What follows belongs to an exercise in optimizing a design on an open flow for small area; a production flow would make more cautious choices.
The RTL was checked by simulation tests, not by an equivalence proof against the original design.
Power is estimated from default activity; no workload was simulated.

## maple
==> flow/design.v <==
package axi_frame_dispatch_pkg;
   typedef enum logic [1:0] {
      IDLE   = 2'd0,
      ACTIVE = 2'd1,
      DROP   = 2'd2
   } state_t;
   localparam logic MODE_TDEST = 1'b0;
   localparam logic MODE_RR    = 1'b1;
endpackage
module pg_fifo #(
   parameter int WIDTH = 257,
   parameter int DEPTH = 4
) (
   input  logic             clk,
   input  logic             rst_n,
   input  logic             push,
   input  logic [WIDTH-1:0] wdata,
   output logic             full,
   output logic [WIDTH-1:0] rdata,
   output logic             rvalid,
   input  logic             pop
);
   localparam int AW = $clog2(DEPTH);
   typedef logic [AW-1:0] ptr_t;
   typedef logic [AW:0]   cnt_t;
   logic [WIDTH-1:0] mem [DEPTH];
   ptr_t wr_ptr, rd_ptr;
   cnt_t count;
   logic do_push, load;
   assign full    = (count + cnt_t'(rvalid)) >= cnt_t'(DEPTH);
   assign do_push = push && !full;
   assign load    = (count != '0) && (!rvalid || pop);
   always_ff @(posedge clk) begin
      if (do_push) mem[wr_ptr] <= wdata;
   end
   always_ff @(posedge clk or negedge rst_n) begin
      if (!rst_n) begin
         wr_ptr <= '0;
         rd_ptr <= '0;
         count  <= '0;
         rvalid <= 1'b0;
         rdata  <= '0;
      end else begin
         if (do_push) wr_ptr <= wr_ptr + ptr_t'(1);
         if (load) begin
            rd_ptr <= rd_ptr + ptr_t'(1);
            rdata  <= mem[rd_ptr];
            rvalid <= 1'b1;
         end else if (pop) begin
            rvalid <= 1'b0;
         end
         count <= count + cnt_t'(do_push) - cnt_t'(load);
      end
   end
endmodule
module axi_frame_dispatch #(
   parameter int IP_AMT       = 2,
   parameter int DATA_W       = 256,
   parameter int AXIS_TID_W   = 2,
   parameter int AXIS_TDEST_W = (IP_AMT > 1) ? $clog2(IP_AMT) : 1,
   parameter int FIFO_DEPTH   = 4,
   parameter int FRAME_PGNUM  = 9600,
   parameter int PGCNT_W      = $clog2(FRAME_PGNUM)
) (
   input  logic                     s_aclk,
   input  logic                     s_aresetn,
   input  logic                     mode_i,
   input  logic [AXIS_TID_W-1:0]    s_tid_i,
   input  logic [AXIS_TDEST_W-1:0]  s_tdest_i,
   input  logic [DATA_W-1:0]        s_tdata_i,
   input  logic [DATA_W/8-1:0]      s_tkeep_i,
   input  logic                     s_tlast_i,
   input  logic                     s_tvalid_i,
   output logic                     s_tready_o,
   output logic [IP_AMT*DATA_W-1:0] pg_data_o,
   output logic [IP_AMT-1:0]        pg_last_o,
   output logic [IP_AMT-1:0]        pg_valid_o,
   input  logic [IP_AMT-1:0]        pg_ready_i,
   output logic [IP_AMT-1:0]        frame_done_o,
   output logic [IP_AMT-1:0]        frame_err_o,
   output logic                     drop_o
);
   typedef logic [AXIS_TDEST_W-1:0] dest_t;
   typedef logic [AXIS_TDEST_W:0]   dest_ext_t;
   typedef logic [PGCNT_W-1:0]      pgcnt_t;
   localparam pgcnt_t LAST_IDX = pgcnt_t'(FRAME_PGNUM - 1);
   axi_frame_dispatch_pkg::state_t state, state_nxt;
   dest_t   dest_q, rr_ptr, cand_dest;
   pgcnt_t  pg_cnt, beat_idx;
   logic    illegal, sel_full, accept, legal_acc, at_limit, frame_end;
   logic [IP_AMT-1:0] full, push;
   logic [DATA_W:0]   push_word;
   logic    unused_inputs;
   assign unused_inputs = ^{s_tid_i, s_tkeep_i};
   always_comb begin
      cand_dest = dest_q;
      illegal   = 1'b0;
      beat_idx  = pg_cnt;
      if (state == axi_frame_dispatch_pkg::IDLE) begin
         cand_dest = (mode_i == axi_frame_dispatch_pkg::MODE_RR) ? rr_ptr : s_tdest_i;
         illegal   = (mode_i == axi_frame_dispatch_pkg::MODE_TDEST) && ({1'b0, s_tdest_i} >= dest_ext_t'(IP_AMT));
         beat_idx  = '0;
      end
   end
   always_comb begin
      sel_full = 1'b0;
      for (int k = 0; k < IP_AMT; k++) begin
         if (cand_dest == dest_t'(k)) sel_full = full[k];
      end
   end
   always_ff @(posedge s_aclk or negedge s_aresetn) begin
      if (!s_aresetn) state <= axi_frame_dispatch_pkg::IDLE;
      else            state <= state_nxt;
   end
   always_comb begin
      state_nxt = state;
      if (accept) begin
         unique case (state)
            axi_frame_dispatch_pkg::IDLE, axi_frame_dispatch_pkg::ACTIVE: begin
               if (s_tlast_i)                state_nxt = axi_frame_dispatch_pkg::IDLE;
               else if (illegal || at_limit) state_nxt = axi_frame_dispatch_pkg::DROP;
               else                          state_nxt = axi_frame_dispatch_pkg::ACTIVE;
            end
            axi_frame_dispatch_pkg::DROP:    if (s_tlast_i) state_nxt = axi_frame_dispatch_pkg::IDLE;
            default: state_nxt = axi_frame_dispatch_pkg::IDLE;
         endcase
      end
   end
   always_comb begin
      s_tready_o = 1'b0;
      unique case (state)
         axi_frame_dispatch_pkg::IDLE:    s_tready_o = illegal || !sel_full;
         axi_frame_dispatch_pkg::ACTIVE:  s_tready_o = !sel_full;
         axi_frame_dispatch_pkg::DROP:    s_tready_o = 1'b1;
         default: s_tready_o = 1'b0;
      endcase
      s_tready_o = s_tready_o && s_aresetn;
   end
   assign accept    = s_tvalid_i && s_tready_o;
   assign legal_acc = accept && (state != axi_frame_dispatch_pkg::DROP) && !illegal;
   assign at_limit  = (beat_idx == LAST_IDX);
   assign frame_end = legal_acc && (s_tlast_i || at_limit);
   assign push_word = {s_tlast_i || at_limit, s_tdata_i};
   always_comb begin
      push = '0;
      for (int k = 0; k < IP_AMT; k++) begin
         push[k] = legal_acc && (cand_dest == dest_t'(k));
      end
   end
   always_ff @(posedge s_aclk or negedge s_aresetn) begin
      if (!s_aresetn) begin
         dest_q       <= '0;
         rr_ptr       <= '0;
         pg_cnt       <= '0;
         frame_done_o <= '0;
         frame_err_o  <= '0;
         drop_o       <= 1'b0;
      end else begin
         frame_done_o <= '0;
         frame_err_o  <= '0;
         drop_o       <= accept && illegal;
         if (legal_acc) begin
            dest_q <= cand_dest;
            pg_cnt <= frame_end ? '0 : beat_idx + pgcnt_t'(1);
         end
         if (frame_end) begin
            rr_ptr <= (rr_ptr == dest_t'(IP_AMT - 1)) ? '0 : rr_ptr + dest_t'(1);
            if (s_tlast_i && at_limit) frame_done_o <= push;
            else                       frame_err_o  <= push;
         end
      end
   end
   for (genvar k = 0; k < IP_AMT; k++) begin : g_ch
      logic [DATA_W:0] rd_word;
      pg_fifo #(
         .WIDTH (DATA_W + 1),
         .DEPTH (FIFO_DEPTH)
      ) u_fifo (
         .clk    (s_aclk),
         .rst_n  (s_aresetn),
         .push   (push[k]),
         .wdata  (push_word),
         .full   (full[k]),
         .rdata  (rd_word),
         .rvalid (pg_valid_o[k]),
         .pop    (pg_ready_i[k] && pg_valid_o[k])
      );
      assign pg_data_o[(k+1)*DATA_W-1 -: DATA_W] = rd_word[DATA_W-1:0];
      assign pg_last_o[k] = rd_word[DATA_W];
   end
endmodule
module axi_frame_dispatch_top (
   input  logic           s_aclk,
   input  logic           s_aresetn,
   input  logic           mode_i,
   input  logic [1:0]     s_tid_i,
   input  logic [1:0]     s_tdest_i,
   input  logic [255:0]   s_tdata_i,
   input  logic [31:0]    s_tkeep_i,
   input  logic           s_tlast_i,
   input  logic           s_tvalid_i,
   output logic           s_tready_o,
   output logic [767:0]   pg_data_o,
   output logic [2:0]     pg_last_o,
   output logic [2:0]     pg_valid_o,
   input  logic [2:0]     pg_ready_i,
   output logic [2:0]     frame_done_o,
   output logic [2:0]     frame_err_o,
   output logic           drop_o
);
   axi_frame_dispatch #(
      .IP_AMT       (3),
      .DATA_W       (256),
      .AXIS_TID_W   (2),
      .AXIS_TDEST_W (2),
      .FIFO_DEPTH   (4),
      .FRAME_PGNUM  (9600)
   ) u_dispatch (
      .s_aclk       (s_aclk),
      .s_aresetn    (s_aresetn),
      .mode_i       (mode_i),
      .s_tid_i      (s_tid_i),
      .s_tdest_i    (s_tdest_i),
      .s_tdata_i    (s_tdata_i),
      .s_tkeep_i    (s_tkeep_i),
      .s_tlast_i    (s_tlast_i),
      .s_tvalid_i   (s_tvalid_i),
      .s_tready_o   (s_tready_o),
      .pg_data_o    (pg_data_o),
      .pg_last_o    (pg_last_o),
      .pg_valid_o   (pg_valid_o),
      .pg_ready_i   (pg_ready_i),
      .frame_done_o (frame_done_o),
      .frame_err_o  (frame_err_o),
      .drop_o       (drop_o)
   );
endmodule
clock: 6.0 ns
lec_check: 0
cap_margin: 20
core_margin: 2
core_utilization: 40
slew_margin: 20
run.sh (not shown) runs the stock make flow with config.mk's settings and CLKGATE_MAP_FILE= SYNTH_SCRIPT=/design/flow/synth_recipe.tcl, a recipe that flattens the netlist after the stock synthesis.
Input changes introduced in cedar (baseline for comparison: maple):
--- a/flow/design.v
+++ b/flow/design.v
@@ -8,8 +8,7 @@
    localparam logic MODE_RR    = 1'b1;
 endpackage
 module pg_fifo #(
-   parameter int WIDTH = 257,
-   parameter int DEPTH = 4
+   parameter int WIDTH = 257
 ) (
    input  logic             clk,
    input  logic             rst_n,
@@ -20,36 +19,39 @@
    output logic             rvalid,
    input  logic             pop
 );
-   localparam int AW = $clog2(DEPTH);
-   typedef logic [AW-1:0] ptr_t;
-   typedef logic [AW:0]   cnt_t;
-   logic [WIDTH-1:0] mem [DEPTH];
-   ptr_t wr_ptr, rd_ptr;
-   cnt_t count;
-   logic do_push, load;
-   assign full    = (count + cnt_t'(rvalid)) >= cnt_t'(DEPTH);
-   assign do_push = push && !full;
-   assign load    = (count != '0) && (!rvalid || pop);
+   logic [WIDTH-1:0] mem0, mem1, mem2;
+   logic [2:0] wr_sel, rd_sel;
+   logic [1:0] count;    
+   logic load;
+   logic [2:0] we, rs;
+   assign full = (count == 2'd3) && rvalid;
+   assign load = (count != 2'd0) && (!rvalid || pop);
+   assign we   = wr_sel & {3{push}};
+   assign rs   = rd_sel & {3{load}};
    always_ff @(posedge clk) begin
-      if (do_push) mem[wr_ptr] <= wdata;
+      if (we[0]) mem0 <= wdata;
+      if (we[1]) mem1 <= wdata;
+      if (we[2]) mem2 <= wdata;
+   end
+   always_ff @(posedge clk) begin
+      rdata <= (mem0 & {WIDTH{rs[0]}}) | (mem1 & {WIDTH{rs[1]}}) |
+               (mem2 & {WIDTH{rs[2]}}) | (rdata & {WIDTH{!load}});
    end
    always_ff @(posedge clk or negedge rst_n) begin
       if (!rst_n) begin
-         wr_ptr <= '0;
-         rd_ptr <= '0;
+         wr_sel <= 3'b001;
+         rd_sel <= 3'b001;
          count  <= '0;
          rvalid <= 1'b0;
-         rdata  <= '0;
       end else begin
-         if (do_push) wr_ptr <= wr_ptr + ptr_t'(1);
+         if (push) wr_sel <= {wr_sel[1:0], wr_sel[2]};
          if (load) begin
-            rd_ptr <= rd_ptr + ptr_t'(1);
-            rdata  <= mem[rd_ptr];
+            rd_sel <= {rd_sel[1:0], rd_sel[2]};
             rvalid <= 1'b1;
          end else if (pop) begin
             rvalid <= 1'b0;
          end
-         count <= count + cnt_t'(do_push) - cnt_t'(load);
+         count <= count + 2'(push) - 2'(load);
       end
    end
 endmodule
@@ -173,8 +175,7 @@
    for (genvar k = 0; k < IP_AMT; k++) begin : g_ch
       logic [DATA_W:0] rd_word;
       pg_fifo #(
-         .WIDTH (DATA_W + 1),
-         .DEPTH (FIFO_DEPTH)
+         .WIDTH (DATA_W + 1)
       ) u_fifo (
          .clk    (s_aclk),
          .rst_n  (s_aresetn),
Findings:
Going from maple to cedar, proportion of power drawn by combinational gates lower; final HPWL from detailed placement went down; measured slew at the worst slew-check pin higher.
Looking at count of non-CTS buffers in the layout across cedar and maple, the one that comes out lower is cedar.
Higher combined flip-flop and latch cell area goes to maple over cedar.
Between cedar and maple, it is cedar whose compound-cell area share of the yosys netlist is higher, by 11 points.
cedar against maple; wire length on met2 is down by more than 10%.
Cmp cedar and maple / internal power component / higher: maple
Comparing cedar and maple, design area is higher on maple.
A combinational family with the most area after synthesis of compound AO/OA/AOI/OAI gates is what cedar shows, while multiplexers belongs to maple.
cedar vs maple: post-route total power down by more than a quarter
Cmp cedar and maple / setup slack / higher: cedar

## separate check: timing with driven ports
In the flow no input, the clock included, has a driving cell. The finished layouts below were timed again as built, in two steps.
Step 1, drivers: a clkbuf_16 drives s_aclk and a buf_2 each remaining input, both assumed.
Step 2 times the ports against the registers' clock, not the clock port: input delays grow and output delays shrink by t, the midpoint of the rising clock arrivals with the driver on.
Three values: ideal, step 1, step 2; two values: the first two.
run	shift t [ns]	setup WS [ns]	hold WS [ns]	pins driven straight from the clock port
maple	1.027	0.551 / 0.492 / 0.492	0.152 / 0.112 / 0.492	1
cedar	1.012	1.155 / 1.122 / 1.122	0.444 / 0.372 / 0.450	1
After both steps every run listed still meets setup and hold. For maple, which loses most, drivers alone change the setup slack by -0.059 ns; drivers and shift together by -0.059 ns.
